What follows belongs to an exercise in optimizing a design on an open flow for small area; a production flow would make more cautious choices.
Only simulation tests tie the RTL to the original design; equivalence was not proved.
No run shown here takes its clock network from TritonCTS; it comes from the design's own scripts or RTL.
The flow treats the clock pin as an ideal source. Dropping or thinning the clock tree relies on that and would not hold on a real chip.
Power figures rest on the tool's default switching activity, not on a simulated workload.

==> design.v <==
`timescale 1ns/1ps
package shell_pkg;
    localparam int WORD_W  = 32;
    localparam int DIGIT_W = 4;
    localparam int DIGITS  = 8;
    localparam int SEG_W   = 7;
    localparam int VIEW_W  = 5;
    localparam int BTN_W   = 3;
    localparam int CNT_W = 32;
    localparam int unsigned DEBOUNCE_DEFAULT = 2_500;
    localparam int unsigned SCAN_DEFAULT     = 25;
    localparam int unsigned SLOW_DEFAULT     = 12_500;
    localparam int unsigned FAST_DEFAULT     = 50;
    localparam logic [WORD_W-1:0] FALLBACK_WORD = 32'hABBA_BABA;
    localparam logic [16*SEG_W-1:0] seg_table = {
        7'b0001110, 7'b0000110, 7'b0100001, 7'b1000110,
        7'b0000011, 7'b0001000, 7'b0011000, 7'b0000000,
        7'b1111000, 7'b0000010, 7'b0010010, 7'b0011001,
        7'b0110000, 7'b0100100, 7'b1111001, 7'b1000000
    };
    typedef struct packed {
        logic [WORD_W-1:0] pc_wb;
        logic [WORD_W-1:0] array_view;
        logic [WORD_W-1:0] ra;
        logic [WORD_W-1:0] s8;
        logic [WORD_W-1:0] sp;
    } cpu_status_t;
    typedef union packed {
        logic [WORD_W-1:0]              value;
        logic [DIGITS-1:0][DIGIT_W-1:0] digits;
    } display_word_t;
    typedef struct packed {
        logic stall;
        logic step;
        logic turbo;
    } buttons_t;
endpackage
`timescale 1ns/1ps
module input_conditioner (
    input  logic              clk,
    input  logic              nrst,
    input  shell_pkg::buttons_t          buttons,
    input  logic [shell_pkg::VIEW_W-1:0] view,
    output logic              sys_nrst,
    output logic              sys_rst,
    output logic              turbo_load,
    output shell_pkg::buttons_t          clean_buttons,
    output logic [shell_pkg::VIEW_W-1:0] clean_view
);
    localparam int N = shell_pkg::VIEW_W + shell_pkg::BTN_W;
    logic         rst_meta;
    logic [N-1:0] raw;
    logic [N-1:0] clean;
    always_ff @(posedge clk, negedge nrst) begin
        if (!nrst) begin
            rst_meta <= 1'b0;
            sys_nrst <= 1'b0;
        end else begin
            rst_meta <= nrst;
            sys_nrst <= rst_meta;
        end
    end
    g_inv u_sys_rst (.a(sys_nrst), .y(sys_rst));
    assign raw = {view, buttons};
    for (genvar i = 0; i < N; i++) begin : g_bit
        logic        sync_0;
        logic        sync_1;
        logic [11:0] cnt;        
        logic [11:0] cnt_d;
        logic        clean_d;
        logic        eq, run_n, run, fb;
        logic        h_a, h_b, h_c, h_e, hit_n, clean_m;
        always_ff @(posedge clk, negedge sys_nrst) begin
            if (!sys_nrst) begin
                sync_0 <= 1'b0;
            end else begin
                sync_0 <= raw[i];
            end
        end
        always_ff @(posedge clk) begin
            sync_1   <= sync_0;
            cnt      <= cnt_d;
            clean[i] <= clean_d;
        end
        g_xnor2 u_eq  (.a(sync_0), .b(sync_1), .y(eq));
        g_nand2 u_rn  (.a(sys_nrst), .b(eq), .y(run_n));
        g_inv   u_run (.a(run_n), .y(run));
        for (genvar j = 1; j < 12; j++) begin : g_step
            if (j == 5) begin : g_5
                g_o21ai u (.a1(run_n), .a2(cnt[4]), .b1(sys_nrst), .y(cnt_d[j]));
            end else if (j % 2 == 1) begin : g_odd
                if (j < 5) begin : g_set
                    g_nand2 u (.a(run), .b(cnt[j-1]), .y(cnt_d[j]));
                end else begin : g_clr
                    g_nor2 u (.a(run_n), .b(cnt[j-1]), .y(cnt_d[j]));
                end
            end else begin : g_even
                if (j < 5) begin : g_set
                    g_nor2 u (.a(run_n), .b(cnt[j-1]), .y(cnt_d[j]));
                end else begin : g_clr
                    g_nand2 u (.a(run), .b(cnt[j-1]), .y(cnt_d[j]));
                end
            end
        end
        g_xor2 u_fb (.a(cnt[11]), .b(cnt[10]), .y(fb));
        g_nor2 u_c0 (.a(run_n), .b(fb), .y(cnt_d[0]));
        g_nand3 u_ha (.a(cnt[0]), .b(cnt[4]), .c(cnt[6]), .y(h_a));
        g_nand2 u_hb (.a(cnt[8]), .b(cnt[10]), .y(h_b));
        g_nor4  u_hc (.a(cnt[1]), .b(cnt[3]), .c(cnt[5]), .d(cnt[7]), .y(h_c));
        g_nor2  u_he (.a(h_a), .b(h_b), .y(h_e));
        g_nand2 u_hn (.a(h_c), .b(h_e), .y(hit_n));
        g_mux2i u_cm (.a0(sync_1), .a1(clean[i]), .s(hit_n), .y(clean_m));
        g_nor2  u_cd (.a(clean_m), .b(sys_rst), .y(clean_d));
        if (i == 0) begin : g_turbo
            logic same;
            g_xnor2 u_sm (.a(sync_1), .b(clean[i]), .y(same));
            g_nor2  u_tl (.a(hit_n), .b(same), .y(turbo_load));
        end
    end
    assign {clean_view, clean_buttons} = clean;
endmodule
`timescale 1ns/1ps
module run_control (
    input  logic     clk,
    input  logic     nrst,
    input  logic     rst,
    input  logic     turbo_load,
    input  shell_pkg::buttons_t clean_buttons,
    input  logic     step_ready,
    output logic     step_valid
);
    logic [13:0] cnt;        
    logic [13:0] cnt_d;
    logic        step_prev;
    logic        step_valid_d;
    logic        fast_hit, slow_hit, s_a, s_c, s_d;
    logic        at_last, run_n, run, top, fb_x, fb_n, step_edge, request_n;
    always_ff @(posedge clk, negedge nrst) begin
        if (!nrst) begin
            step_prev  <= 1'b0;
            step_valid <= 1'b0;
        end else begin
            step_prev  <= clean_buttons.step;
            step_valid <= step_valid_d;
        end
    end
    always_ff @(posedge clk) begin
        cnt <= cnt_d;
    end
    g_nor4bb u_fh (.a(cnt[13]), .b(cnt[2]), .c_n(cnt[11]), .d_n(cnt[0]), .y(fast_hit));
    g_and4  u_sa (.a(cnt[1]), .b(cnt[4]), .c(cnt[6]), .d(cnt[9]), .y(s_a));
    g_nor4  u_sc (.a(cnt[0]), .b(cnt[2]), .c(cnt[3]), .d(cnt[5]), .y(s_c));
    g_nor4  u_sd (.a(cnt[7]), .b(cnt[8]), .c(cnt[10]), .d(cnt[11]), .y(s_d));
    g_and3  u_sh (.a(s_a), .b(s_c), .c(s_d), .y(slow_hit));
    g_mux2  u_al (.a0(slow_hit), .a1(fast_hit), .s(clean_buttons.turbo), .y(at_last));
    g_nor3 u_run (.a(rst), .b(turbo_load), .c(at_last), .y(run));
    g_inv  u_rn  (.a(run), .y(run_n));
    for (genvar j = 1; j < 13; j++) begin : g_step
        if (j % 2 == 1) begin : g_odd
            g_nand2 u (.a(run), .b(cnt[j-1]), .y(cnt_d[j]));
        end else begin : g_even
            g_nor2 u (.a(run_n), .b(cnt[j-1]), .y(cnt_d[j]));
        end
    end
    g_a21o  u_t13 (.a1(run), .a2(cnt[12]), .b1(turbo_load), .y(top));
    g_nand2 u_c13 (.a(nrst), .b(top), .y(cnt_d[13]));
    g_xor2 u_f1 (.a(cnt[13]), .b(cnt[11]), .y(fb_x));
    g_xor2 u_f2 (.a(fb_x), .b(cnt[0]), .y(fb_n));
    g_nor2 u_c0 (.a(run_n), .b(fb_n), .y(cnt_d[0]));
    g_nor2b u_se (.a(step_prev), .b_n(clean_buttons.step), .y(step_edge));
    g_mux2i u_rq (.a0(at_last), .a1(step_edge), .s(clean_buttons.stall), .y(request_n));
    g_mux2i u_sv (.a0(request_n), .a1(step_ready), .s(step_valid), .y(step_valid_d));
endmodule
`timescale 1ns/1ps
module view_select (
    input  logic              clk,
    input  logic              nrst,
    input  logic [shell_pkg::VIEW_W-1:0] clean_view,
    output logic [4:0]        nsel
);
    logic [4:0] nsel_d;
    view_decode u_dec (.v(clean_view), .nsel(nsel_d));
    always_ff @(posedge clk, negedge nrst) begin
        if (!nrst) begin
            nsel <= '1;
        end else begin
            nsel <= nsel_d;
        end
    end
endmodule
module view_decode (
    input  logic [4:0] v,
    output logic [4:0] nsel
);
    always_comb begin
        for (int k = 0; k < 5; k++) begin
            nsel[k] = v != (5'd1 << k);
        end
    end
endmodule
`timescale 1ns/1ps
module display_scan (
    input  logic              clk,
    input  logic              nrst,
    input  shell_pkg::cpu_status_t       status,
    input  logic [4:0]        nsel,
    output logic [shell_pkg::DIGITS-1:0] an,
    output logic [shell_pkg::SEG_W-1:0]  seg
);
    logic [4:0] scan;        
    logic [4:0] scan_d;
    logic [2:0] digit_idx;
    logic [2:0] digit_d;
    logic [2:0] digit_n;
    logic       wrap_n, run_n, run, fb_n, c1, c2;
    logic [3:0] x [5];       
    logic [3:0] nib;
    logic       na, nb, none, d12, is_a, t_a;
    always_ff @(posedge clk) begin
        scan <= scan_d;
    end
    always_ff @(posedge clk, negedge nrst) begin
        if (!nrst) begin
            digit_idx <= '0;
        end else begin
            digit_idx <= digit_d;
        end
    end
    g_nand4b u_wr  (.a_n(scan[0]), .b(scan[4]), .c(scan[3]), .d(scan[1]), .y(wrap_n));
    g_nand2  u_rn  (.a(nrst), .b(wrap_n), .y(run_n));
    g_inv    u_run (.a(run_n), .y(run));
    g_nand2  u_s1  (.a(run), .b(scan[0]), .y(scan_d[1]));
    g_nor2   u_s2  (.a(run_n), .b(scan[1]), .y(scan_d[2]));
    g_nand2  u_s3  (.a(run), .b(scan[2]), .y(scan_d[3]));
    g_nor2   u_s4  (.a(run_n), .b(scan[3]), .y(scan_d[4]));
    g_xor2   u_fb  (.a(scan[4]), .b(scan[2]), .y(fb_n));
    g_nor2   u_s0  (.a(run_n), .b(fb_n), .y(scan_d[0]));
    for (genvar k = 0; k < 3; k++) begin : g_dn
        g_inv u (.a(digit_idx[k]), .y(digit_n[k]));
    end
    g_xnor2 u_d0 (.a(digit_idx[0]), .b(wrap_n), .y(digit_d[0]));
    g_nor2  u_c1 (.a(wrap_n), .b(digit_n[0]), .y(c1));
    g_xor2  u_d1 (.a(digit_idx[1]), .b(c1), .y(digit_d[1]));
    g_and2  u_c2 (.a(c1), .b(digit_idx[1]), .y(c2));
    g_xor2  u_d2 (.a(digit_idx[2]), .b(c2), .y(digit_d[2]));
    for (genvar d = 0; d < 8; d++) begin : g_an
        g_nand3 u (.a(d & 1 ? digit_idx[0] : digit_n[0]),
                   .b(d & 2 ? digit_idx[1] : digit_n[1]),
                   .c(d & 4 ? digit_idx[2] : digit_n[2]), .y(an[d]));
    end
    for (genvar w = 0; w < 5; w++) begin : g_w
        for (genvar b = 0; b < 4; b++) begin : g_b
            logic [3:0] y;
            for (genvar k = 0; k < 4; k++) begin : g_k
                g_o22ai u (.a1(an[2*k]),   .a2(status[w*32 + 8*k + b]),
                           .b1(an[2*k+1]), .b2(status[w*32 + 8*k + 4 + b]), .y(y[k]));
            end
            g_nor4 u_x (.a(y[0]), .b(y[1]), .c(y[2]), .d(y[3]), .y(x[w][b]));
        end
    end
    g_nand3 u_na (.a(nsel[0]), .b(nsel[1]), .c(nsel[2]), .y(na));
    g_nand2 u_nb (.a(nsel[3]), .b(nsel[4]), .y(nb));
    g_nor2  u_no (.a(na), .b(nb), .y(none));
    g_and2  u_12 (.a(digit_idx[1]), .b(digit_idx[2]), .y(d12));
    g_xnor2 u_ia (.a(digit_idx[0]), .b(d12), .y(is_a));
    g_and2  u_ta (.a(none), .b(is_a), .y(t_a));
    for (genvar b = 0; b < 4; b++) begin : g_nib
        logic z01, z23, z4;
        g_o22ai u_01 (.a1(nsel[0]), .a2(x[0][b]), .b1(nsel[1]), .b2(x[1][b]), .y(z01));
        g_o22ai u_23 (.a1(nsel[2]), .a2(x[2][b]), .b1(nsel[3]), .b2(x[3][b]), .y(z23));
        g_nor2  u_4  (.a(nsel[4]), .b(x[4][b]), .y(z4));
        if (b == 0) begin : g_b0
            g_nor4 u (.a(z01), .b(z23), .c(z4), .d(t_a), .y(nib[b]));
        end else if (b == 2) begin : g_b2
            g_nor4 u (.a(z01), .b(z23), .c(z4), .d(none), .y(nib[b]));
        end else begin : g_b13
            g_nor3 u (.a(z01), .b(z23), .c(z4), .y(nib[b]));
        end
    end
    seg7_decode u_seg (.nib(nib), .seg(seg));
endmodule
module seg7_decode (
    input logic [3:0] nib,
    output logic [6:0] seg
);
    logic w_6;
    logic w_7;
    logic w_8;
    logic w_9;
    logic w_10;
    logic w_11;
    logic w_12;
    logic w_13;
    logic w_14;
    logic w_15;
    logic w_16;
    logic w_17;
    logic w_18;
    logic w_19;
    logic w_20;
    logic w_21;
    logic w_22;
    logic w_23;
    logic w_24;
    logic w_25;
    logic w_26;
    logic w_27;
    logic w_28;
    logic w_29;
    logic w_30;
    assign seg[0] = w_6;
    assign seg[1] = w_7;
    assign seg[2] = w_8;
    assign seg[3] = w_9;
    assign seg[4] = w_10;
    assign seg[5] = w_11;
    assign seg[6] = w_12;
    c_nand2 u0 (.A(nib[2]), .B(nib[3]), .Y(w_13));
    c_clkinv u1 (.A(nib[3]), .Y(w_14));
    c_clkinv u2 (.A(nib[0]), .Y(w_15));
    c_clkinv u3 (.A(nib[2]), .Y(w_16));
    c_nand2 u4 (.A(w_16), .B(nib[1]), .Y(w_17));
    c_nand2 u5 (.A(w_17), .B(w_15), .Y(w_18));
    c_nand2 u6 (.A(w_18), .B(w_14), .Y(w_19));
    c_nor2 u7 (.A(nib[1]), .B(w_16), .Y(w_20));
    c_nand2 u8 (.A(w_20), .B(w_14), .Y(w_21));
    c_a21oi u9 (.A1(nib[1]), .A2(nib[3]), .B1(w_15), .Y(w_22));
    c_nand2 u10 (.A(nib[1]), .B(nib[2]), .Y(w_23));
    c_a32oi u11 (.A1(w_15), .A2(w_13), .A3(w_23), .B1(w_21), .B2(w_22), .Y(w_7));
    c_a21oi u12 (.A1(w_13), .A2(w_19), .B1(w_7), .Y(w_11));
    c_clkinv u13 (.A(w_20), .Y(w_24));
    c_nand2 u14 (.A(w_24), .B(w_22), .Y(w_25));
    c_nand2 u15 (.A(w_25), .B(w_21), .Y(w_10));
    c_nor2 u16 (.A(nib[1]), .B(nib[2]), .Y(w_26));
    c_a21oi u17 (.A1(w_15), .A2(nib[3]), .B1(w_26), .Y(w_27));
    c_nand2 u18 (.A(w_27), .B(w_23), .Y(w_28));
    c_nand2 u19 (.A(w_28), .B(w_18), .Y(w_29));
    c_o21ai u20 (.A1(nib[0]), .A2(w_21), .B1(w_29), .Y(w_9));
    c_a21oi u21 (.A1(w_19), .A2(w_13), .B1(w_22), .Y(w_8));
    c_nor2 u22 (.A(w_26), .B(w_19), .Y(w_30));
    c_a21oi u23 (.A1(w_19), .A2(w_28), .B1(w_30), .Y(w_6));
    c_a22oi u24 (.A1(nib[3]), .A2(w_24), .B1(w_29), .B2(w_27), .Y(w_12));
endmodule
module c_a21oi (input logic A1, input logic A2, input logic B1, output logic Y);
    assign Y = (~A1&~B1) | (~A2&~B1);
endmodule
module c_a22oi (input logic A1, input logic A2, input logic B1, input logic B2, output logic Y);
    assign Y = (~A1&~B1) | (~A1&~B2) | (~A2&~B1) | (~A2&~B2);
endmodule
module c_a32oi (input logic A1, input logic A2, input logic A3, input logic B1, input logic B2, output logic Y);
    assign Y = (~A1&~B1) | (~A1&~B2) | (~A2&~B1) | (~A3&~B1) | (~A2&~B2) | (~A3&~B2);
endmodule
module c_clkinv (input logic A, output logic Y);
    assign Y = (~A);
endmodule
module c_nand2 (input logic A, input logic B, output logic Y);
    assign Y = (~A) | (~B);
endmodule
module c_nor2 (input logic A, input logic B, output logic Y);
    assign Y = (~A&~B);
endmodule
module c_o21ai (input logic A1, input logic A2, input logic B1, output logic Y);
    assign Y = (~A1&~A2) | (~B1);
endmodule
`timescale 1ns/1ps
module board_shell #(
    parameter int unsigned DEBOUNCE_CYCLES = shell_pkg::DEBOUNCE_DEFAULT,
    parameter int unsigned SCAN_CYCLES     = shell_pkg::SCAN_DEFAULT,
    parameter int unsigned SLOW_CYCLES     = shell_pkg::SLOW_DEFAULT,
    parameter int unsigned FAST_CYCLES     = shell_pkg::FAST_DEFAULT
) (
    input  logic              clk,
    input  logic              nrst,
    input  shell_pkg::buttons_t          buttons,
    input  logic [shell_pkg::VIEW_W-1:0] view,
    input  shell_pkg::cpu_status_t       status,
    input  logic              step_ready,
    output logic [shell_pkg::DIGITS-1:0] an,
    output logic [shell_pkg::SEG_W-1:0]  seg,
    output logic              step_valid,
    output logic              core_nrst
);
    shell_pkg::buttons_t          clean_buttons;
    logic [shell_pkg::VIEW_W-1:0] clean_view;
    logic [4:0]                   nsel;
    logic                         sys_rst;
    logic                         turbo_load;
    input_conditioner i_input_conditioner (
        .clk          (clk),
        .nrst         (nrst),
        .buttons      (buttons),
        .view         (view),
        .sys_nrst     (core_nrst),
        .sys_rst      (sys_rst),
        .turbo_load   (turbo_load),
        .clean_buttons(clean_buttons),
        .clean_view   (clean_view)
    );
    run_control i_run_control (
        .clk          (clk),
        .nrst         (core_nrst),
        .rst          (sys_rst),
        .turbo_load   (turbo_load),
        .clean_buttons(clean_buttons),
        .step_ready   (step_ready),
        .step_valid   (step_valid)
    );
    view_select i_view_select (
        .clk       (clk),
        .nrst      (core_nrst),
        .clean_view(clean_view),
        .nsel      (nsel)
    );
    display_scan i_display_scan (
        .clk   (clk),
        .nrst  (core_nrst),
        .status(status),
        .nsel  (nsel),
        .an    (an),
        .seg   (seg)
    );
endmodule
module g_inv (input logic a, output logic y);
    assign y = ~a;
endmodule
module g_nand2 (input logic a, b, output logic y);
    assign y = ~(a & b);
endmodule
module g_nor2 (input logic a, b, output logic y);
    assign y = ~(a | b);
endmodule
module g_and2 (input logic a, b, output logic y);
    assign y = a & b;
endmodule
module g_nand3 (input logic a, b, c, output logic y);
    assign y = ~(a & b & c);
endmodule
module g_nor3 (input logic a, b, c, output logic y);
    assign y = ~(a | b | c);
endmodule
module g_and3 (input logic a, b, c, output logic y);
    assign y = a & b & c;
endmodule
module g_nor4 (input logic a, b, c, d, output logic y);
    assign y = ~(a | b | c | d);
endmodule
module g_and4 (input logic a, b, c, d, output logic y);
    assign y = a & b & c & d;
endmodule
module g_xor2 (input logic a, b, output logic y);
    assign y = a ^ b;
endmodule
module g_xnor2 (input logic a, b, output logic y);
    assign y = ~(a ^ b);
endmodule
module g_o22ai (input logic a1, a2, b1, b2, output logic y);
    assign y = ~((a1 | a2) & (b1 | b2));
endmodule
module g_mux2i (input logic a0, a1, s, output logic y);
    assign y = ~(s ? a1 : a0);
endmodule
module g_and4b (input logic a_n, b, c, d, output logic y);
    assign y = ~a_n & b & c & d;
endmodule
module g_nand4b (input logic a_n, b, c, d, output logic y);
    assign y = ~(~a_n & b & c & d);
endmodule
module g_nor2b (input logic a, b_n, output logic y);
    assign y = ~a & b_n;
endmodule
module g_nor3b (input logic a, b, c_n, output logic y);
    assign y = ~a & ~b & c_n;
endmodule
module g_nor4bb (input logic a, b, c_n, d_n, output logic y);
    assign y = ~a & ~b & c_n & d_n;
endmodule
module g_a21oi (input logic a1, a2, b1, output logic y);
    assign y = ~((a1 & a2) | b1);
endmodule
module g_o21ai (input logic a1, a2, b1, output logic y);
    assign y = ~((a1 | a2) & b1);
endmodule
module g_a21o (input logic a1, a2, b1, output logic y);
    assign y = (a1 & a2) | b1;
endmodule
module g_mux2 (input logic a0, a1, s, output logic y);
    assign y = s ? a1 : a0;
endmodule
==> flow/run.sh <==
#!/bin/bash
# Standard synthesis and layout (standard.sh), with these changes to how the
# layout is made:
#  * after floorplanning, every cell is swapped for the smallest cell with the
#    same function (flow/downsize.tcl); placement's repair_design and the
#    later timing repair size cells up again where needed;
#  * every input and output port still gets its own buffer, but a
#    sky130_fd_sc_hd__buf_1 rather than the delay-cell default;
#  * the clock tree is a balanced two-level tree (flow/mancts.tcl, in place of
#    clock_tree_synthesis): the clock port drives one clkbuf_8, which drives
#    16 clkbuf_4, each placed at the centre of its own group of about 10
#    registers; every register sees the same two buffer stages.
# The full output of the flow goes to flow_run.log in the work folder.
set -euo pipefail
export POST_FLOORPLAN_TCL="$PWD/flow/downsize.tcl"
export BUFFER_PORTS_ARGS="-buffer_cell sky130_fd_sc_hd__buf_1"
export PRE_CTS_TCL="$PWD/flow/mancts.tcl"
export MAN_CTS_LEVELS=4 MAN_CTS_LEAF=sky130_fd_sc_hd__clkbuf_4 MAN_CTS_ROOT=sky130_fd_sc_hd__clkbuf_8
bash standard.sh > flow_run.log 2>&1
==> flow/downsize.tcl <==
# Give every cell the smallest-area cell of the platform's library with the
# same function and pins (same name up to the drive-strength suffix); the
# placement's repair_design and the later timing repair size cells up again
# where slew, capacitance or timing need it.
set n_swapped 0
set lib_area [dict create]
foreach lc [get_lib_cells sky130_fd_sc_hd__*] {
  dict set lib_area [get_name $lc] [get_property $lc area]
}
foreach inst [get_cells *] {
  set master [get_property $inst ref_name]
  if {![regexp {^(sky130_fd_sc_hd__[a-z0-9]+)_([0-9]+)$} $master -> base drive]} { continue }
  set best $master
  set best_area [dict get $lib_area $master]
  dict for {name area} $lib_area {
    if {[regexp "^${base}_(\[0-9\]+)\$" $name]} {
      if {$area < $best_area} { set best $name; set best_area $area }
    }
  }
  if {$best ne $master} {
    replace_cell $inst [get_lib_cells $best]
    incr n_swapped
  }
}
puts "downsize: replaced $n_swapped cells with smaller ones"
==> flow/mancts.tcl <==
# Sourced before the CTS step (PRE_CTS_TCL). Replaces clock_tree_synthesis
# with a balanced two-level tree: the clock's register sinks are split by
# position into 2^MAN_CTS_LEVELS groups of equal size (halving alternately
# along x and y), each group is driven by its own MAN_CTS_LEAF buffer placed
# at the group's centre, and all leaf buffers are driven by one MAN_CTS_ROOT
# buffer placed at their centre, which is the only load of the clock port.
# Every register sees the same two buffer stages. The rest of the CTS step
# (placement legalisation, timing repair) runs as usual.
rename clock_tree_synthesis orfs_clock_tree_synthesis
proc mancts_split {sinks levels axis} {
  if {$levels == 0} { return [list $sinks] }
  set sinks [lsort -integer -index $axis $sinks]
  set h [expr {[llength $sinks] / 2}]
  set next [expr {$axis == 1 ? 2 : 1}]
  return [concat [mancts_split [lrange $sinks 0 [expr {$h - 1}]] [expr {$levels - 1}] $next] \
                 [mancts_split [lrange $sinks $h end] [expr {$levels - 1}] $next]]
}
proc mancts_buffer {block name master in_net x y} {
  set inst [odb::dbInst_create $block $master $name]
  set net [odb::dbNet_create $block "${name}_net"]
  $net setSigType CLOCK
  [$inst findITerm A] connect $in_net
  [$inst findITerm X] connect $net
  $inst setLocation $x $y
  $inst setPlacementStatus PLACED
  return $net
}
proc clock_tree_synthesis {args} {
  set levels $::env(MAN_CTS_LEVELS)
  set db [ord::get_db]
  set leaf [$db findMaster $::env(MAN_CTS_LEAF)]
  set root [$db findMaster $::env(MAN_CTS_ROOT)]
  set block [ord::get_db_block]
  set clk_net [$block findNet clk]
  set sinks {}
  foreach it [$clk_net getITerms] {
    set box [[$it getInst] getBBox]
    lappend sinks [list $it [expr {([$box xMin] + [$box xMax]) / 2}] [expr {([$box yMin] + [$box yMax]) / 2}]]
  }
  set xs [lmap s $sinks {lindex $s 1}]
  set ys [lmap s $sinks {lindex $s 2}]
  set w [expr {[tcl::mathfunc::max {*}$xs] - [tcl::mathfunc::min {*}$xs]}]
  set h [expr {[tcl::mathfunc::max {*}$ys] - [tcl::mathfunc::min {*}$ys]}]
  set groups [mancts_split $sinks $levels [expr {$w >= $h ? 1 : 2}]]
  puts "mancts: [llength $sinks] sinks, [llength $groups] leaf buffers"
  # Root at the centre of all sinks; the leaves hang off its net.
  set sx 0
  set sy 0
  foreach s $sinks {
    incr sx [lindex $s 1]
    incr sy [lindex $s 2]
  }
  set n [llength $sinks]
  set root_net [mancts_buffer $block clkbuf_man_root $root $clk_net [expr {$sx / $n}] [expr {$sy / $n}]]
  set g 0
  foreach grp $groups {
    set sx 0
    set sy 0
    foreach s $grp {
      incr sx [lindex $s 1]
      incr sy [lindex $s 2]
    }
    set cx [expr {$sx / [llength $grp]}]
    set cy [expr {$sy / [llength $grp]}]
    set net [mancts_buffer $block clkbuf_man_$g $leaf $root_net $cx $cy]
    foreach s $grp {
      set it [lindex $s 0]
      $it disconnect
      $it connect $net
    }
    puts "mancts: leaf $g: [llength $grp] sinks at ($cx, $cy)"
    incr g
  }
  $clk_net setSigType CLOCK
  set_propagated_clock [all_clocks]
}
==> standard.sh <==
#!/bin/bash
# synth_recipe.tcl (not shown) runs the flow's synth.tcl, then flattens the netlist and writes it again
# the make line also repeats each setting of config.mk as NAME=value (left out here)
make -C /OpenROAD-flow-scripts/flow DESIGN_CONFIG=/design/flow/config.mk WORK_HOME=/design/flow/orfs CLKGATE_MAP_FILE= SYNTH_SCRIPT=/design/flow/synth_recipe.tcl "${@:-finish}"
==> config.mk <==
export PLATFORM = sky130hd
export DESIGN_NAME = board_shell
export DESIGN_NICKNAME = board_shell
export VERILOG_FILES = /design/flow/design.v
export SDC_FILE = /design/flow/constraint.sdc
export NUM_CORES = 4
export LEC_CHECK = 0
export CAP_MARGIN = 20
export CORE_MARGIN = 2
export CORE_UTILIZATION = 40
export SLEW_MARGIN = 20
export SYNTH_HIERARCHICAL = 1
export SYNTH_MINIMUM_KEEP_SIZE = 0
==> constraint.sdc <==
create_clock -name core_clock -period 10.0 [get_ports {clk}]
set_input_delay 2.0000 -clock core_clock [delete_from_list [all_inputs] [get_ports {clk}]]
set_output_delay 2.0000 -clock core_clock [all_outputs]
set_load 0.01 [all_outputs]
==> run notes, run 1 <==
Core Area -> 0.0133 sq mm
Combinational Power Share -> 17.1%
Cell Pwr Density -> 168 mW/mm^2
minimum hold slack -> 284 ps
clock skew -> 11.4 ps
routed wire length -> 13,300 microns
remaining antenna violation count -> 0
GP Congestion -> 0.842
Pins Over Slew Limit -> 0
part of the power in registers -> 59.5%
DIE HEIGHT -> 121 microns
diode count -> 0
post-CTS setup buffers -> 0
placed cell count -> 910
vias per cell -> 5.13
Slew headroom -> 33.7%
fin cells -> 927
initial antenna violation count -> 0
post-layout util -> 47.0%
DP HPWL -> 10,000 microns
Worst-Margin Slew -> 992 ps
Switch Pwr -> 287 uW
Tmin final -> 6200 ps
HP Class -> flip-flop to async pin
worst-skew pair later-pin latency -> 410 ps
VDD IR max -> 108 uV
largest net degree at the start of global routing -> 39
DIE WIDTH -> 121 microns
row count -> 42
Setup crit start kind -> input port
Ys Warns -> 12
Post-layout nets -> 924
remaining global-route overflow -> 0
Clock power frac -> 23.4%
Synth Cell Area -> 0.00551 sq mm
I/O pins -> 188
drt first pass iters -> 6
Die Footprint -> 0.0147 sq mm
PortBufs -> 187
Post-CTS Resized -> 0
setup TNS -> 0 ps
area grow syn2layout -> 13.8%
crit path capture type -> output pin
per-cell routed wire length -> 14.4 microns
final setup margin -> 3800 ps
period utilization -> 62.0%
FF-to-FF path depth -> 5
post-synth cell types -> 29
achievable frequency -> 0.161 GHz
Starting Density -> 41.3%
Worst EP required -> 8000 ps
WP data arrival -> 4200 ps
status -> finished clean
internal power -> 769 uW
sequential share of the synthesized area -> 56.8%
Mapped Cells -> 553
gr usage total -> 16.9%
clock-pin slew on the worst setup and hold paths -> 90 ps
max_cap viols -> 0
Static Leakage -> 2.36 nW
vias in the first global route -> 4,681
Sw Ratio -> 27.1%
final setup fails -> 0
DRC Markers -> 0
Iter 0 DRT Violations -> 226
RSZ-0062 raised after global routing -> no
CP Class -> input port to output pin
first-pass GRT wire length -> 20,700 microns
hold buffers post-CTS -> 0
Hold Vio Cnt, Final -> 0
Vias -> 4,754
syn_area_per_cell -> 9.97 sq um
pre-CTS WS -> 3840 ps
Seq cells post-synth -> 151
Mapped Nets -> 724
layout cells sized above 1 -> 3.20%
Worst Path Max Fanout -> 4
[critical path: stages]
cell and delay [ps]:
buf_1 70, o22ai_1 100, nor4_1 400, o22ai_1 210
nor4_1 550, inv_1 130, nor2_1 170, nand2_1 110
a32oi_1 240, a21oi_1 70, buf_1 150
[Yosys stat by module (local to each module, per instance), a selection]
module | copies in the design | area (sq um)
c_clkinv | 4 | 3.75
c_a32oi | 1 | 8.76
g_inv | 14 | 3.75
g_nand4b | 1 | 8.76
c_a21oi | 5 | 8.76
g_nor2 | 81 | 3.75
[cells by family (layout without fill, tap and decap cells)]
logic type / count (synthesis) / in the layout / share of synthesized area (%)
flops: 151 / 151 / 56.8
xor+xnor: 24 / 24 / 3.81
compound gates: 105 / 105 / 12.1
simple gates: 237 / 237 / 23.0
buf+inv: 25 / 223 / 2.18
mux: 11 / 11 / 2.09
[placed cells by master (no fill, tap or decap)]
cell type  instances
nand2_1           86
inv_1             18
xor2_1            13
dfstp_2            5
a21o_1             1
nor2_1            84
nand3b_1           4
and4bb_2           1
clkbuf_4          16
and3_1             1
nand3_1           17
buf_1            187
a22oi_1            1
nand4b_1           1
and4_1             1
xnor2_1           11
dfrtp_1           15
a32oi_1            1
nor3_1             5
buf_4              1
a21oi_1            5
nor2b_1            1
nor4_1            33
mux2_1             1
o21ai_1            9
o22ai_1           88
and2_1             3
dfxtp_1          131
clkbuf_8           1
mux2i_1           10
[synth_stat cells]
library cell    n  area share (%)
a21oi_2         5            0.79
nor4_1          1            0.11
and4bb_2        1            0.23
o21ai_1         9            0.82
nor2_1         84             5.7
nand2_1        86             5.9
nand4b_1        1            0.16
and3_1          1            0.11
a21o_1          1            0.14
inv_1          18             1.2
dfrtp_1        15             6.8
nor2b_4         1            0.25
nand3b_1        4            0.54
nor3_2          3            0.54
a32oi_1         1            0.16
and2_1          3            0.34
buf_4           7            0.95
xnor2_1        11             1.7
nor3_1          2            0.18
dfstp_2         5             2.4
mux2i_1        10             1.8
nand3_1        17             1.5
dfxtp_1       131              48
o22ai_1        88              10
a22oi_2         1            0.23
nor4_2         32             7.3
and4_1          1            0.16
mux2_4          1            0.27
xor2_1         13             2.1
[per-stage QoR]
stage                     total power, mW  instance area [sq um]
after CTS                            1.07                   6270
after global routing                 1.12                   6270
after floorplan                     0.781                   5510
after global placement              0.817                   6140
after detailed placement            0.822                   6140
final                                1.06                   6270
[power groups by stage]
stage	clock (mW)	sequential [mW]	combinational, mW
floorplan	0	0.642	0.140
global placement	0	0.641	0.176
detailed placement	0	0.642	0.180
CTS	0.264	0.629	0.181
global route	0.286	0.631	0.199
finish	0.247	0.628	0.181
[cell type report]
class / instances / area [sq um]
Inverter: 18 / 67.6
Buffer: 17 / 134
Sequential cell: 151 / 3130
Tap cell: 176 / 220
Timing Repair Buffer: 188 / 709
Fill cell: 1315 / 7080
Multi-Input combinational cell: 377 / 2010
[sequential cells by signal, indices dropped and copies added, names as in the netlist, 3 cells and up]
name                              cells
i_display_scan.scan                   5
i_display_scan.digit_idx              3
i_view_select.nsel                    5
i_input_conditioner.g_bit.sync_0      8
i_run_control.cnt                    14
i_input_conditioner.clean             8
i_input_conditioner.g_bit.sync_1      8
i_input_conditioner.g_bit.cnt        96
[path summary, 6_finish.rpt]
kind | from | to | slack (ps)
worst max-delay path | status[98] | seg[5] | 3800
worst min-delay path | i_input_conditioner.sys_nrst$_DFF_PN0_ | i_input_conditioner.g_bit[7].sync_0$_DFF_PN0_ | 280
worst max register to register | i_input_conditioner.sys_nrst$_DFF_PN0_ | i_run_control.cnt[0]$_DFF_P_ | 7660
worst min register to register | i_input_conditioner.sys_nrst$_DFF_PN0_ | i_input_conditioner.g_bit[7].sync_0$_DFF_PN0_ | 280
max in group asynchronous | nrst | i_input_conditioner.sys_nrst$_DFF_PN0_ | 8500
min in group core_clock | i_input_conditioner.rst_meta$_DFF_PN0_ | i_input_conditioner.sys_nrst$_DFF_PN0_ | 370
[metal layers]
| metal | up-vias | wire length [microns] | global-route usage [%] |
|---|---|---|---|
| met5 | - | 0 | 0 |
| li1 | 2363 | - | - |
| met3 | 35 | 869 | 2.44 |
| met2 | 185 | 6790 | 33.5 |
| met4 | 0 | 418 | 4.96 |
| met1 | 2171 | 5270 | 18.4 |
==> inputs of run 2 (changes only) <==
--- a/design.v
+++ b/design.v
@@ -215,7 +215,7 @@
     logic       wrap_n, run_n, run, fb_n, c1, c2;
     logic [3:0] x [5];       
     logic [3:0] nib;
-    logic       na, nb, none, d12, is_a, t_a;
+    logic       na, nb, none, is_a;
     always_ff @(posedge clk) begin
         scan <= scan_d;
     end
@@ -261,16 +261,14 @@
     g_nand3 u_na (.a(nsel[0]), .b(nsel[1]), .c(nsel[2]), .y(na));
     g_nand2 u_nb (.a(nsel[3]), .b(nsel[4]), .y(nb));
     g_nor2  u_no (.a(na), .b(nb), .y(none));
-    g_and2  u_12 (.a(digit_idx[1]), .b(digit_idx[2]), .y(d12));
-    g_xnor2 u_ia (.a(digit_idx[0]), .b(d12), .y(is_a));
-    g_and2  u_ta (.a(none), .b(is_a), .y(t_a));
+    g_nand4 u_ia (.a(an[0]), .b(an[2]), .c(an[4]), .d(an[7]), .y(is_a));
     for (genvar b = 0; b < 4; b++) begin : g_nib
         logic z01, z23, z4;
         g_o22ai u_01 (.a1(nsel[0]), .a2(x[0][b]), .b1(nsel[1]), .b2(x[1][b]), .y(z01));
         g_o22ai u_23 (.a1(nsel[2]), .a2(x[2][b]), .b1(nsel[3]), .b2(x[3][b]), .y(z23));
         g_nor2  u_4  (.a(nsel[4]), .b(x[4][b]), .y(z4));
         if (b == 0) begin : g_b0
-            g_nor4 u (.a(z01), .b(z23), .c(z4), .d(t_a), .y(nib[b]));
+            g_a2111oi u (.a1(none), .a2(is_a), .b1(z01), .c1(z23), .d1(z4), .y(nib[b]));
         end else if (b == 2) begin : g_b2
             g_nor4 u (.a(z01), .b(z23), .c(z4), .d(none), .y(nib[b]));
         end else begin : g_b13
@@ -474,6 +472,12 @@
 module g_nor4bb (input logic a, b, c_n, d_n, output logic y);
     assign y = ~a & ~b & c_n & d_n;
 endmodule
+module g_a2111oi (input logic a1, a2, b1, c1, d1, output logic y);
+    assign y = ~((a1 & a2) | b1 | c1 | d1);
+endmodule
+module g_nand4 (input logic a, b, c, d, output logic y);
+    assign y = ~(a & b & c & d);
+endmodule
 module g_a21oi (input logic a1, a2, b1, output logic y);
     assign y = ~((a1 & a2) | b1);
 endmodule
--- a/flow/run.sh
+++ b/flow/run.sh
@@ -8,12 +8,12 @@
 #    sky130_fd_sc_hd__buf_1 rather than the delay-cell default;
 #  * the clock tree is a balanced two-level tree (flow/mancts.tcl, in place of
 #    clock_tree_synthesis): the clock port drives one clkbuf_8, which drives
-#    16 clkbuf_4, each placed at the centre of its own group of about 10
+#    14 clkbuf_4, each placed at the centre of its own group of about 11
 #    registers; every register sees the same two buffer stages.
 # The full output of the flow goes to flow_run.log in the work folder.
 set -euo pipefail
 export POST_FLOORPLAN_TCL="$PWD/flow/downsize.tcl"
 export BUFFER_PORTS_ARGS="-buffer_cell sky130_fd_sc_hd__buf_1"
 export PRE_CTS_TCL="$PWD/flow/mancts.tcl"
-export MAN_CTS_LEVELS=4 MAN_CTS_LEAF=sky130_fd_sc_hd__clkbuf_4 MAN_CTS_ROOT=sky130_fd_sc_hd__clkbuf_8
+export MAN_CTS_LEAVES=14 MAN_CTS_LEAF=sky130_fd_sc_hd__clkbuf_4 MAN_CTS_ROOT=sky130_fd_sc_hd__clkbuf_8
 bash standard.sh > flow_run.log 2>&1
--- a/flow/mancts.tcl
+++ b/flow/mancts.tcl
@@ -1,19 +1,21 @@
 # Sourced before the CTS step (PRE_CTS_TCL). Replaces clock_tree_synthesis
 # with a balanced two-level tree: the clock's register sinks are split by
-# position into 2^MAN_CTS_LEVELS groups of equal size (halving alternately
-# along x and y), each group is driven by its own MAN_CTS_LEAF buffer placed
-# at the group's centre, and all leaf buffers are driven by one MAN_CTS_ROOT
-# buffer placed at their centre, which is the only load of the clock port.
-# Every register sees the same two buffer stages. The rest of the CTS step
-# (placement legalisation, timing repair) runs as usual.
+# position into MAN_CTS_LEAVES groups of about equal size (by recursive
+# bisection, alternately along x and y); each group is driven by its own
+# MAN_CTS_LEAF buffer placed at the group's centre, and all leaf buffers are
+# driven by one MAN_CTS_ROOT buffer placed at the centre of all sinks, which
+# is the only load of the clock port. Every register sees the same two buffer
+# stages. The rest of the CTS step (placement legalisation, timing repair)
+# runs as usual.
 rename clock_tree_synthesis orfs_clock_tree_synthesis
-proc mancts_split {sinks levels axis} {
-  if {$levels == 0} { return [list $sinks] }
+proc mancts_split {sinks k axis} {
+  if {$k == 1} { return [list $sinks] }
   set sinks [lsort -integer -index $axis $sinks]
-  set h [expr {[llength $sinks] / 2}]
+  set k1 [expr {$k / 2}]
+  set h [expr {([llength $sinks] * $k1 + $k / 2) / $k}]
   set next [expr {$axis == 1 ? 2 : 1}]
-  return [concat [mancts_split [lrange $sinks 0 [expr {$h - 1}]] [expr {$levels - 1}] $next] \
-                 [mancts_split [lrange $sinks $h end] [expr {$levels - 1}] $next]]
+  return [concat [mancts_split [lrange $sinks 0 [expr {$h - 1}]] $k1 $next] \
+                 [mancts_split [lrange $sinks $h end] [expr {$k - $k1}] $next]]
 }
 proc mancts_buffer {block name master in_net x y} {
   set inst [odb::dbInst_create $block $master $name]
@@ -26,7 +28,7 @@
   return $net
 }
 proc clock_tree_synthesis {args} {
-  set levels $::env(MAN_CTS_LEVELS)
+  set nleaves $::env(MAN_CTS_LEAVES)
   set db [ord::get_db]
   set leaf [$db findMaster $::env(MAN_CTS_LEAF)]
   set root [$db findMaster $::env(MAN_CTS_ROOT)]
@@ -41,7 +43,7 @@
   set ys [lmap s $sinks {lindex $s 2}]
   set w [expr {[tcl::mathfunc::max {*}$xs] - [tcl::mathfunc::min {*}$xs]}]
   set h [expr {[tcl::mathfunc::max {*}$ys] - [tcl::mathfunc::min {*}$ys]}]
-  set groups [mancts_split $sinks $levels [expr {$w >= $h ? 1 : 2}]]
+  set groups [mancts_split $sinks $nleaves [expr {$w >= $h ? 1 : 2}]]
   puts "mancts: [llength $sinks] sinks, [llength $groups] leaf buffers"
   # Root at the centre of all sinks; the leaves hang off its net.
   set sx 0
==> run notes, run 2 <==
I/O pins -> 188
Worst EP required -> 8000 ps
fraction of registers with async set/reset -> 13.2%
count leader, synth -> dfxtp_1
Clock power frac -> 22.7%
layout cells sized above 1 -> 3.07%
vias per cell -> 5.16
sequential share of the synthesized area -> 56.9%
GP Congestion -> 0.885
largest register by flop count -> i_input_conditioner.g_bit.cnt
Pins Over Slew Limit -> 0
Post-layout nets -> 921
vias in the first global route -> 4,745
number of synthesized flops with an enable pin -> 0
CP Class -> input port to output pin
Synth Cell Area -> 0.00550 sq mm
Slew headroom -> 30.9%
Vias -> 4,772
commonest non-fill, non-tap cell in the layout -> buf_1
RSZ-0062 raised after global routing -> no
clock-pin slew on the worst setup and hold paths -> 110 ps
Largest register FFs -> 96
share of the synthesized area in the top cell type -> 47.7%
clock skew -> 10.2 ps
max_cap viols -> 0
largest net degree at the start of global routing -> 38
diode count -> 0
Worst-Margin Slew -> 1030 ps
Mapped Cells -> 551
row count -> 42
internal power -> 763 uW
worst-skew pair later-pin latency -> 410 ps
Worst Path Max Fanout -> 4
FILL cells -> 1,356
crit path capture type -> output pin
remaining antenna violation count -> 0
Core Area -> 0.0133 sq mm
Sw Ratio -> 27.4%
period utilization -> 64.2%
top_reg_cell synth -> dfxtp_1
final setup margin -> 3580 ps
part of the power in registers -> 59.7%
initial antenna violation count -> 0
Commonest cells post-synth -> dfxtp_1, o22ai_1, nand2_1
Ys Warns -> 12
Hold Vio Cnt, Final -> 0
Tmin final -> 6420 ps
Starting Density -> 41.2%
achievable frequency -> 0.156 GHz
DIE WIDTH -> 121 microns
status -> finished clean
final setup fails -> 0
Largest regs -> i_input_conditioner.g_bit.cnt: 96 flops, i_run_control.cnt: 14 flops
most frequent cells in the layout -> buf_1, dfxtp_1, o22ai_1, nand2_1, nor2_1
total power -> 1.05 mW
per-cell routed wire length -> 14.8 microns
Iter 0 DRT Violations -> 244
drt first pass iters -> 7
post-synth cell types -> 31
DP HPWL -> 10,200 microns
Seq cells post-synth -> 151
Mapped Nets -> 722
Cell Pwr Density -> 168 mW/mm^2
Placement Cell Area -> 0.00613 sq mm
Synth area leaders -> dfxtp_1, o22ai_1, nor4_2
VDD IR max -> 100 uV
pre-CTS WS -> 3690 ps
WP data arrival -> 4420 ps
Finished Cell Area -> 0.00625 sq mm
hold buffers post-CTS -> 0
Die Footprint -> 0.0147 sq mm
setup TNS -> 0 ps
Synth area leader -> dfxtp_1
HP Class -> flip-flop to async pin
post-CTS setup buffers -> 0
post-layout util -> 46.8%
gr usage total -> 17.5%
remaining global-route overflow -> 0
routed wire length -> 13,700 microns
Post-CTS Resized -> 0
syn_area_per_cell -> 9.98 sq um
DRC Markers -> 0
first-pass GRT wire length -> 21,400 microns
Switch Pwr -> 288 uW
Static Leakage -> 2.36 nW
area grow syn2layout -> 13.7%
DIE HEIGHT -> 121 microns
PortBufs -> 187
Setup crit start kind -> input port
Combinational Power Share -> 17.6%
-- run 2: stage by stage --
stage | hold slack, ps | std cells
after detailed placement | 313 | 909
after CTS | 336 | 924
after floorplan | 331 | 551
final | 312 | 924
after global placement | 317 | 909
after global routing | 372 | 924
-- run 2: cell type report --
cell class | count | area, sq um | share of cell area, %
repair buffers | 189 | 717 | 11.5
plain buffers | 15 | 119 | 1.90
well taps | 176 | 220 | 3.52
multi-input cells | 375 | 2000 | 32.0
flip-flops and latches | 151 | 3130 | 50.0
inverters | 18 | 67.6 | 1.08
-- run 2: cell families after synthesis --
kind of cell	after synthesis	share of synthesized area, %
compound gates	106	12.4
xor+xnor	23	3.66
buf+inv	25	2.18
flops	151	56.9
mux	11	2.09
simple gates	235	22.7
-- run 2: layer usage --
layer | part of all wire (%) | GRT usage [%] | vias to the layer above
li1 | - | - | 2358
met1 | 40 | 19.5 | 2183
met2 | 49 | 33.5 | 194
met3 | 6.6 | 2.02 | 37
met4 | 4.2 | 6.90 | 0
met5 | 0 | 0 | -
-- run 2: power groups by stage --
| stage | sequential [mW] | clock (mW) | combinational [mW] |
|---|---|---|---|
| 6_report | 0.628 | 0.238 | 0.185 |
| 2_1_floorplan | 0.641 | 0 | 0.146 |
| 3_5_place_dp | 0.641 | 0 | 0.182 |
| 4_1_cts | 0.628 | 0.253 | 0.183 |
| 3_3_place_gp | 0.640 | 0 | 0.178 |
| 5_1_grt | 0.630 | 0.274 | 0.200 |
-- run 2: worst paths after layout --
| kind | startpoint | cells after the start | slack (ps) | endpoint |
|---|---|---|---|---|
| setup / recovery | status[72] | 10 | 3580 | seg[5] |
| hold / removal | i_input_conditioner.sys_nrst$_DFF_PN0_ | 1 | 310 | i_input_conditioner.g_bit[1].sync_0$_DFF_PN0_ |
| setup reg to reg | i_input_conditioner.sys_nrst$_DFF_PN0_ | 5 | 7660 | i_run_control.cnt[6]$_DFF_P_ |
| hold reg to reg | i_input_conditioner.sys_nrst$_DFF_PN0_ | 1 | 310 | i_input_conditioner.g_bit[1].sync_0$_DFF_PN0_ |
| max in group asynchronous | nrst | 1 | 8500 | i_input_conditioner.sys_nrst$_DFF_PN0_ |
| min in group core_clock | i_input_conditioner.rst_meta$_DFF_PN0_ | 0 | 360 | i_input_conditioner.sys_nrst$_DFF_PN0_ |
-- run 2: critical path: stages --
cell	delay, ps
buf_1	70
o22ai_1	80
nor4_1	460
o22ai_1	220
a2111oi_0	670
inv_1	190
a21oi_1	280
a32oi_1	120
a21oi_1	140
buf_1	180
-- run 2: modules after synthesis, one instance, submodules excluded, a selection --
module | cells | cell area, sq um | flops+latches | copies in the design
g_nand4 | 1 | 6.26 | 0 | 1
g_nor3 | 1 | 10.0 | 0 | 3
g_a21o | 1 | 7.51 | 0 | 1
display_scan | 8 | 175 | 8 | 1
g_and4 | 1 | 8.76 | 0 | 1
c_nand2 | 1 | 3.75 | 0 | 10
c_a21oi | 1 | 8.76 | 0 | 5
run_control | 16 | 330 | 16 | 1
seg7_decode | 7 | 52.6 | 0 | 1
==> inputs of run 3 (changes only) <==
--- a/design.v
+++ b/design.v
@@ -180,12 +180,8 @@
 );
     logic [4:0] nsel_d;
     view_decode u_dec (.v(clean_view), .nsel(nsel_d));
-    always_ff @(posedge clk, negedge nrst) begin
-        if (!nrst) begin
-            nsel <= '1;
-        end else begin
-            nsel <= nsel_d;
-        end
+    always_ff @(posedge clk) begin
+        nsel <= nsel_d;
     end
 endmodule
 module view_decode (
@@ -260,7 +256,7 @@
     end
     g_nand3 u_na (.a(nsel[0]), .b(nsel[1]), .c(nsel[2]), .y(na));
     g_nand2 u_nb (.a(nsel[3]), .b(nsel[4]), .y(nb));
-    g_nor2  u_no (.a(na), .b(nb), .y(none));
+    g_o21ai u_no (.a1(na), .a2(nb), .b1(nrst), .y(none));
     g_nand4 u_ia (.a(an[0]), .b(an[2]), .c(an[4]), .d(an[7]), .y(is_a));
     for (genvar b = 0; b < 4; b++) begin : g_nib
         logic z01, z23, z4;
@@ -272,7 +268,7 @@
         end else if (b == 2) begin : g_b2
             g_nor4 u (.a(z01), .b(z23), .c(z4), .d(none), .y(nib[b]));
         end else begin : g_b13
-            g_nor3 u (.a(z01), .b(z23), .c(z4), .y(nib[b]));
+            g_o31ai u (.a1(z01), .a2(z23), .a3(z4), .b1(nrst), .y(nib[b]));
         end
     end
     seg7_decode u_seg (.nib(nib), .seg(seg));
@@ -472,6 +468,9 @@
 module g_nor4bb (input logic a, b, c_n, d_n, output logic y);
     assign y = ~a & ~b & c_n & d_n;
 endmodule
+module g_o31ai (input logic a1, a2, a3, b1, output logic y);
+    assign y = ~((a1 | a2 | a3) & b1);
+endmodule
 module g_a2111oi (input logic a1, a2, b1, c1, d1, output logic y);
     assign y = ~((a1 & a2) | b1 | c1 | d1);
 endmodule
==> run notes, run 3 <==
count leader, synth -> dfxtp_1
Ys Warns -> 12
vias per cell -> 5.19
max_cap viols -> 0
I/O pins -> 188
final setup fails -> 0
Synth area leader -> dfxtp_1
Commonest cells post-synth -> dfxtp_1, o22ai_1, nand2_1
achievable frequency -> 0.159 GHz
gr usage total -> 18.1%
Finished Cell Area -> 0.00624 sq mm
Hold Vio Cnt, Final -> 0
clock skew -> 10.6 ps
pre-CTS WS -> 3640 ps
Die Footprint -> 0.0146 sq mm
Post-CTS Resized -> 0
Seq cells post-synth -> 151
WP data arrival -> 4300 ps
total power -> 1.05 mW
fin cells -> 926
Starting Density -> 41.2%
DIE WIDTH -> 121 microns
CP Class -> input port to output pin
sequential share of the synthesized area -> 56.6%
crit path capture type -> output pin
most frequent cells in the layout -> buf_1, dfxtp_1, o22ai_1, nand2_1, nor2_1
Sequential Area -> 0.00310 sq mm
drt first pass iters -> 4
DIE HEIGHT -> 121 microns
Worst Path Max Fanout -> 4
Core Area -> 0.0133 sq mm
Cell Pwr Density -> 169 mW/mm^2
Post-layout nets -> 923
Pins Over Slew Limit -> 0
HP Class -> flip-flop to async pin
largest net degree at the start of global routing -> 36
post-synth cell types -> 31
largest register by flop count -> i_input_conditioner.g_bit.cnt
VDD IR max -> 98.1 uV
initial antenna violation count -> 0
vias in the first global route -> 4,730
DP HPWL -> 10,500 microns
setup TNS -> 0 ps
Largest register FFs -> 96
RSZ-0062 raised after global routing -> no
per-cell routed wire length -> 15.0 microns
FILL cells -> 1,340
commonest non-fill, non-tap cell in the layout -> buf_1
diode count -> 0
row count -> 42
fraction of registers with async set/reset -> 9.93%
Mapped Cells -> 551
post-CTS setup buffers -> 0
Static Leakage -> 2.36 nW
post-layout util -> 47.0%
Largest regs -> i_input_conditioner.g_bit.cnt: 96 flops, i_run_control.cnt: 14 flops
syn_area_per_cell -> 9.93 sq um
Slew headroom -> 29.2%
number of synthesized flops with an enable pin -> 0
PortBufs -> 187
status -> finished clean
Synth area leaders -> dfxtp_1, o22ai_1, nor4_2
placed cell count -> 911
Mapped Nets -> 722
remaining antenna violation count -> 0
clock-pin slew on the worst setup and hold paths -> 110 ps
Vias -> 4,804
DRC Markers -> 0
Worst-Margin Slew -> 1060 ps
FF-to-FF path depth -> 5
worst-skew pair later-pin latency -> 400 ps
Multi-input gate area -> 0.00201 sq mm
period utilization -> 63.0%
routed wire length -> 13,900 microns
first-pass GRT wire length -> 21,900 microns
top_reg_cell synth -> dfxtp_1
remaining global-route overflow -> 0
layout cells sized above 1 -> 2.67%
area grow syn2layout -> 14.0%
Iter 0 DRT Violations -> 241
Tmin final -> 6300 ps
hold buffers post-CTS -> 0
Synth Cell Area -> 0.00547 sq mm
GP Congestion -> 0.828
Setup crit start kind -> input port
minimum hold slack -> 362 ps
Placement Cell Area -> 0.00612 sq mm
final setup margin -> 3700 ps
Worst EP required -> 8000 ps
share of the synthesized area in the top cell type -> 49.7%
## run 3: cell count changes after synthesis
cell,before,now
dfstp_2,5,0
dfxtp_1,131,136
nor3_2,3,1
o31ai_2,0,2
nor2_1,84,83
o21ai_1,9,10
## run 3: logic make-up (layout without fill, tap and decap cells)
group                  Yosys count  count (layout)  synth area share, %
XOR/XNOR                        23              23                 3.68
AO/OA/AOI/OAI                  109             109                 13.0
flip-flops                     151             151                 56.6
multiplexers                    11              11                 2.10
buffers and inverters           25             224                 2.19
AND/OR/NAND/NOR                232             232                 22.4
## run 3: final timing paths
path                       slack [ps]                                   start                                            end
setup / recovery                 3700                              status[42]                                         seg[6]
hold / removal                    360  i_input_conditioner.sys_nrst$_DFF_PN0_  i_input_conditioner.g_bit[4].sync_0$_DFF_PN0_
setup reg to reg                 7610  i_input_conditioner.sys_nrst$_DFF_PN0_                   i_run_control.cnt[4]$_DFF_P_
hold reg to reg                   360  i_input_conditioner.sys_nrst$_DFF_PN0_  i_input_conditioner.g_bit[4].sync_0$_DFF_PN0_
max in group asynchronous        8480                                    nrst         i_input_conditioner.sys_nrst$_DFF_PN0_
min in group core_clock           360  i_input_conditioner.rst_meta$_DFF_PN0_         i_input_conditioner.sys_nrst$_DFF_PN0_
## run 3: per-module statistics from Yosys, one instance, submodules excluded, a selection
| module | flip-flops and latches | cell area (sq um) | times used | cells inside |
|---|---|---|---|---|
| input_conditioner | 122 | 2490 | 1 | 122 |
| view_select | 5 | 100 | 1 | 5 |
| c_a22oi | 0 | 12.5 | 1 | 1 |
| g_o21ai | 0 | 5.00 | 9 | 1 |
| g_o22ai | 0 | 6.26 | 88 | 1 |
| run_control | 16 | 330 | 1 | 16 |
## run 3: cell type report
class | instances | area share, %
flip-flops and latches | 151 | 49.6
multi-input cells | 375 | 32.1
well taps | 176 | 3.53
repair buffers | 191 | 11.7
plain buffers | 15 | 1.90
inverters | 18 | 1.08
## run 3: routing by layer
layer,vias to the layer above,share of wire (%),GRT usage [%]
li1,2364,-,-
met1,2217,40,20.3
met2,190,50,34.4
met3,33,6.4,2.63
met4,0,3.5,6.76
met5,-,0,0
## run 3: where the power goes
group          switching, mW  leakage, nW  internal, mW
clock                  0.162       0.0716        0.0745
sequential            0.0112         1.29         0.616
combinational          0.117        0.995        0.0721
total                  0.290         2.36         0.763
## run 3: worst max-delay path: stages
cell and delay, ps:
buf_1 80, o22ai_1 80, nor4_1 530, o22ai_1 160, nor4_1 620, nor2_1 160, a21oi_1 220, nand2_1 100
nand2_1 100, a22oi_1 80, buf_1 180
==> inputs of run 4 (changes only) <==
--- a/design.v
+++ b/design.v
@@ -137,15 +137,14 @@
     logic        at_last, run_n, run, top, fb_x, fb_n, step_edge, request_n;
     always_ff @(posedge clk, negedge nrst) begin
         if (!nrst) begin
-            step_prev  <= 1'b0;
             step_valid <= 1'b0;
         end else begin
-            step_prev  <= clean_buttons.step;
             step_valid <= step_valid_d;
         end
     end
     always_ff @(posedge clk) begin
-        cnt <= cnt_d;
+        cnt       <= cnt_d;
+        step_prev <= clean_buttons.step;
     end
     g_nor4bb u_fh (.a(cnt[13]), .b(cnt[2]), .c_n(cnt[11]), .d_n(cnt[0]), .y(fast_hit));
     g_and4  u_sa (.a(cnt[1]), .b(cnt[4]), .c(cnt[6]), .d(cnt[9]), .y(s_a));
--- a/flow/run.sh
+++ b/flow/run.sh
@@ -1,9 +1,6 @@
 #!/bin/bash
 # Standard synthesis and layout (standard.sh), with these changes to how the
 # layout is made:
-#  * after floorplanning, every cell is swapped for the smallest cell with the
-#    same function (flow/downsize.tcl); placement's repair_design and the
-#    later timing repair size cells up again where needed;
 #  * every input and output port still gets its own buffer, but a
 #    sky130_fd_sc_hd__buf_1 rather than the delay-cell default;
 #  * the clock tree is a balanced two-level tree (flow/mancts.tcl, in place of
--- a/flow/downsize.tcl
+++ b/flow/downsize.tcl
@@ -1,7 +1,9 @@
-# Give every cell the smallest-area cell of the platform's library with the
+# Remove the buffers synthesis inserted, then give every cell the
+# smallest-area cell of the platform's library with the
 # same function and pins (same name up to the drive-strength suffix); the
 # placement's repair_design and the later timing repair size cells up again
 # where slew, capacitance or timing need it.
+remove_buffers
 set n_swapped 0
 set lib_area [dict create]
 foreach lc [get_lib_cells sky130_fd_sc_hd__*] {
--- a/config.mk
+++ b/config.mk
@@ -8,6 +8,7 @@
 export CAP_MARGIN = 20
 export CORE_MARGIN = 2
 export CORE_UTILIZATION = 40
+export GPL_TIMING_DRIVEN = 0
 export SLEW_MARGIN = 20
 export SYNTH_HIERARCHICAL = 1
 export SYNTH_MINIMUM_KEEP_SIZE = 0
==> run notes, run 4 <==
status -> finished clean
Synth Area in XOR/XNOR -> 3.68%
hold buffers post-CTS -> 0
GP Congestion -> 0.816
post-synth cell types -> 31
share of the synthesized area in the top cell type -> 50.1%
max_cap viols -> 0
remaining global-route overflow -> 0
sequential share of the synthesized area -> 56.6%
I/O pins -> 188
remaining antenna violation count -> 0
per-cell routed wire length -> 15.4 microns
Die Footprint -> 0.0146 sq mm
pre-CTS WS -> 3600 ps
Core Area -> 0.0133 sq mm
HP Class -> flip-flop to async pin
row count -> 42
drt first pass iters -> 4
most frequent cells in the layout -> buf_1, dfxtp_1, o22ai_1, nand2_1, nor2_1
syn_area_per_cell -> 9.93 sq um
WP data arrival -> 4510 ps
Multi-input gate area -> 0.00201 sq mm
Iter 0 DRT Violations -> 237
vias per cell -> 5.20
Pins Over Slew Limit -> 0
Post-CTS Resized -> 0
Slew headroom -> 29.3%
first-pass GRT wire length -> 22,200 microns
fin cells -> 922
Synth Cell Area -> 0.00547 sq mm
period utilization -> 65.1%
worst-skew pair later-pin latency -> 410 ps
mux cell area share after synthesis -> 2.10%
commonest non-fill, non-tap cell in the layout -> buf_1
post-CTS setup buffers -> 0
placed cell count -> 907
Vias -> 4,794
DP HPWL -> 10,600 microns
diode count -> 0
largest register by flop count -> i_input_conditioner.g_bit.cnt
top_reg_cell synth -> dfxtp_1
RSZ-0062 raised after global routing -> no
DIE WIDTH -> 121 microns
layout cells sized above 1 -> 2.28%
CP cell instances -> buf_1, o22ai_1, nor4_1, o22ai_1, a2111oi_0, inv_1, a21oi_1, a32oi_1, a21oi_1, buf_1
crit path capture type -> output pin
gr usage total -> 18.4%
Starting Density -> 41.1%
vias in the first global route -> 4,772
Post-Synth Simple-Gate Area -> 22.4%
fraction of registers with async set/reset -> 9.27%
Worst-Margin Slew -> 1060 ps
PortBufs -> 187
FILL cells -> 1,300
Worst Path Max Fanout -> 4
Sequential Area -> 0.00309 sq mm
Adder-Cell Fraction of Synth Area -> 0%
clock-pin slew on the worst setup and hold paths -> 110 ps
CP Class -> input port to output pin
Ys Warns -> 12
crit path from -> status[72]
Static Leakage -> 2.33 nW
setup TNS -> 0 ps
Cell Pwr Density -> 170 mW/mm^2
Seq cells post-synth -> 151
Largest register FFs -> 96
largest family of logic cells by synthesized area -> simple AND/OR/NAND/NOR gates
Mapped Cells -> 551
Tmin final -> 6510 ps
compound-gate portion of the synthesized area -> 13.0%
Mapped Nets -> 722
Setup crit start kind -> input port
Synth area leader -> dfxtp_1
clock skew -> 14.8 ps
area grow syn2layout -> 13.5%
count leader, synth -> dfxtp_1
CP peak stage delay -> 710 ps
worst flop-to-flop path startpoint -> i_input_conditioner.sys_nrst$_DFF_PN0_
DIE HEIGHT -> 121 microns
DRC Markers -> 0
VDD IR max -> 96.0 uV
achievable frequency -> 0.154 GHz
Synth area leaders -> dfxtp_1, o22ai_1, nor4_2
final setup margin -> 3490 ps
Hold Vio Cnt, Final -> 0
Commonest cells post-synth -> dfxtp_1, o22ai_1, nand2_1
Post-layout nets -> 919
number of synthesized flops with an enable pin -> 0
final setup fails -> 0
largest net degree at the start of global routing -> 36
routed wire length -> 14,200 microns
Largest regs -> i_input_conditioner.g_bit.cnt: 96 flops, i_run_control.cnt: 14 flops
Worst EP required -> 8000 ps
initial antenna violation count -> 0
Slowest-stage cell, CP -> a2111oi_0
run 4: cell types whose count changed after synthesis, sizes merged:
cell   previous run  this run
dfrtp            15        14
dfxtp           136       137
run 4: worst paths after layout:
path / end / slack [ps] / cells past startpoint
worst min-delay path: i_input_conditioner.g_bit[3].sync_0$_DFF_PN0_ / 330 / 0
worst max register to register: i_run_control.cnt[12]$_DFF_P_ / 7460 / 4
min in group core_clock: i_input_conditioner.sys_nrst$_DFF_PN0_ / 360 / 0
max in group asynchronous: i_input_conditioner.sys_nrst$_DFF_PN0_ / 8490 / 1
worst min register to register: i_input_conditioner.g_bit[3].sync_0$_DFF_PN0_ / 330 / 0
worst max-delay path: seg[5] / 3490 / 10
run 4: per-layer routing:
layer / part of all wire [%] / track usage (%) / vias to the layer above
li1: - / - / 2346
met1: 40 / 20.4 / 2232
met2: 49 / 34.8 / 186
met3: 7.2 / 3.38 / 30
met4: 3.6 / 6.61 / 0
met5: 0 / 0 / -
run 4: logic make-up after synthesis:
family,after synthesis
DFF,151
AOI/OAI and AO/OA,109
buffers and inverters,25
xor gates and xnor gates,23
and+or+nand+nor,232
muxes,11
run 4: layout make-up:
cell class | count | area share, %
sequential | 151 | 49.8
multi-input combinational | 375 | 32.3
timing repair buffer | 187 | 11.3
tap | 176 | 3.55
buffer | 15 | 1.91
inverter | 18 | 1.09
run 4: worst max-delay path, delay by kind of cell:
family	cells	cell delay, ps
buffers and inverters	3	450
AO/OA/AOI/OAI	6	1580
AND/OR/NAND/NOR	1	470
run 4: metrics by stage:
| step | util [%] | instance area, sq um | hold WS, ps | power, mW |
|---|---|---|---|---|
| 3_5_place_dp | 45.8 | 6090 | 341 | 0.830 |
| 2_1_floorplan | - | 5470 | 331 | 0.787 |
| 3_3_place_gp | 45.8 | 6090 | 339 | 0.826 |
| 4_1_cts | 46.7 | 6210 | 364 | 1.07 |
| 6_report | 46.7 | 6210 | 327 | 1.06 |
| 5_1_grt | 46.7 | 6210 | 380 | 1.11 |
run 4: per-module statistics from Yosys, one instance, submodules excluded, excerpt:
module | cells | flip-flops and latches | area [sq um] | times used
input_conditioner | 122 | 122 | 2490 | 1
view_decode | 8 | 0 | 50.0 | 1
g_nor4bb | 1 | 0 | 12.5 | 1
g_mux2i | 1 | 0 | 10.0 | 10
g_and4 | 1 | 0 | 8.76 | 1
g_a2111oi | 1 | 0 | 15.0 | 1
run 4: power by group:
part / switching (mW) / internal (mW) / total, mW
clock network: 0.162 / 0.0744 / 0.237
registers: 0.0132 / 0.616 / 0.629
logic: 0.119 / 0.0700 / 0.189
total: 0.295 / 0.761 / 1.06

re-timing with driven ports:
In the flow no input, the clock included, has a driving cell. The finished layouts below were timed again as built, in two steps.
Step 1: set_driving_cell puts a clkbuf_16 on clk and a buf_2 on each other input, an assumption about the parent block.
Step 2, shift: input delay + t, output delay - t, t = (earliest + latest rising clock arrival at the registers) / 2. This alone moves slack from input paths to output paths.
Three values: ideal, step 1, step 2; two values: the first two.
run | shift t [ns] | slack for setup (ns) | worst setup path at the end
run 1 | 0.438 | 3.800 / 3.763 / 3.763 | input to output
run 2 | 0.429 | 3.583 / 3.561 / 3.561 | input to output
run 3 | 0.426 | 3.703 / 3.674 / 3.674 | input to output
run 4 | 0.436 | 3.495 / 3.471 / 3.471 | input to output
After both steps every run listed still meets setup and hold. For run 1, which loses most, drivers alone change the setup slack by -0.037 ns; drivers and shift together by -0.037 ns.
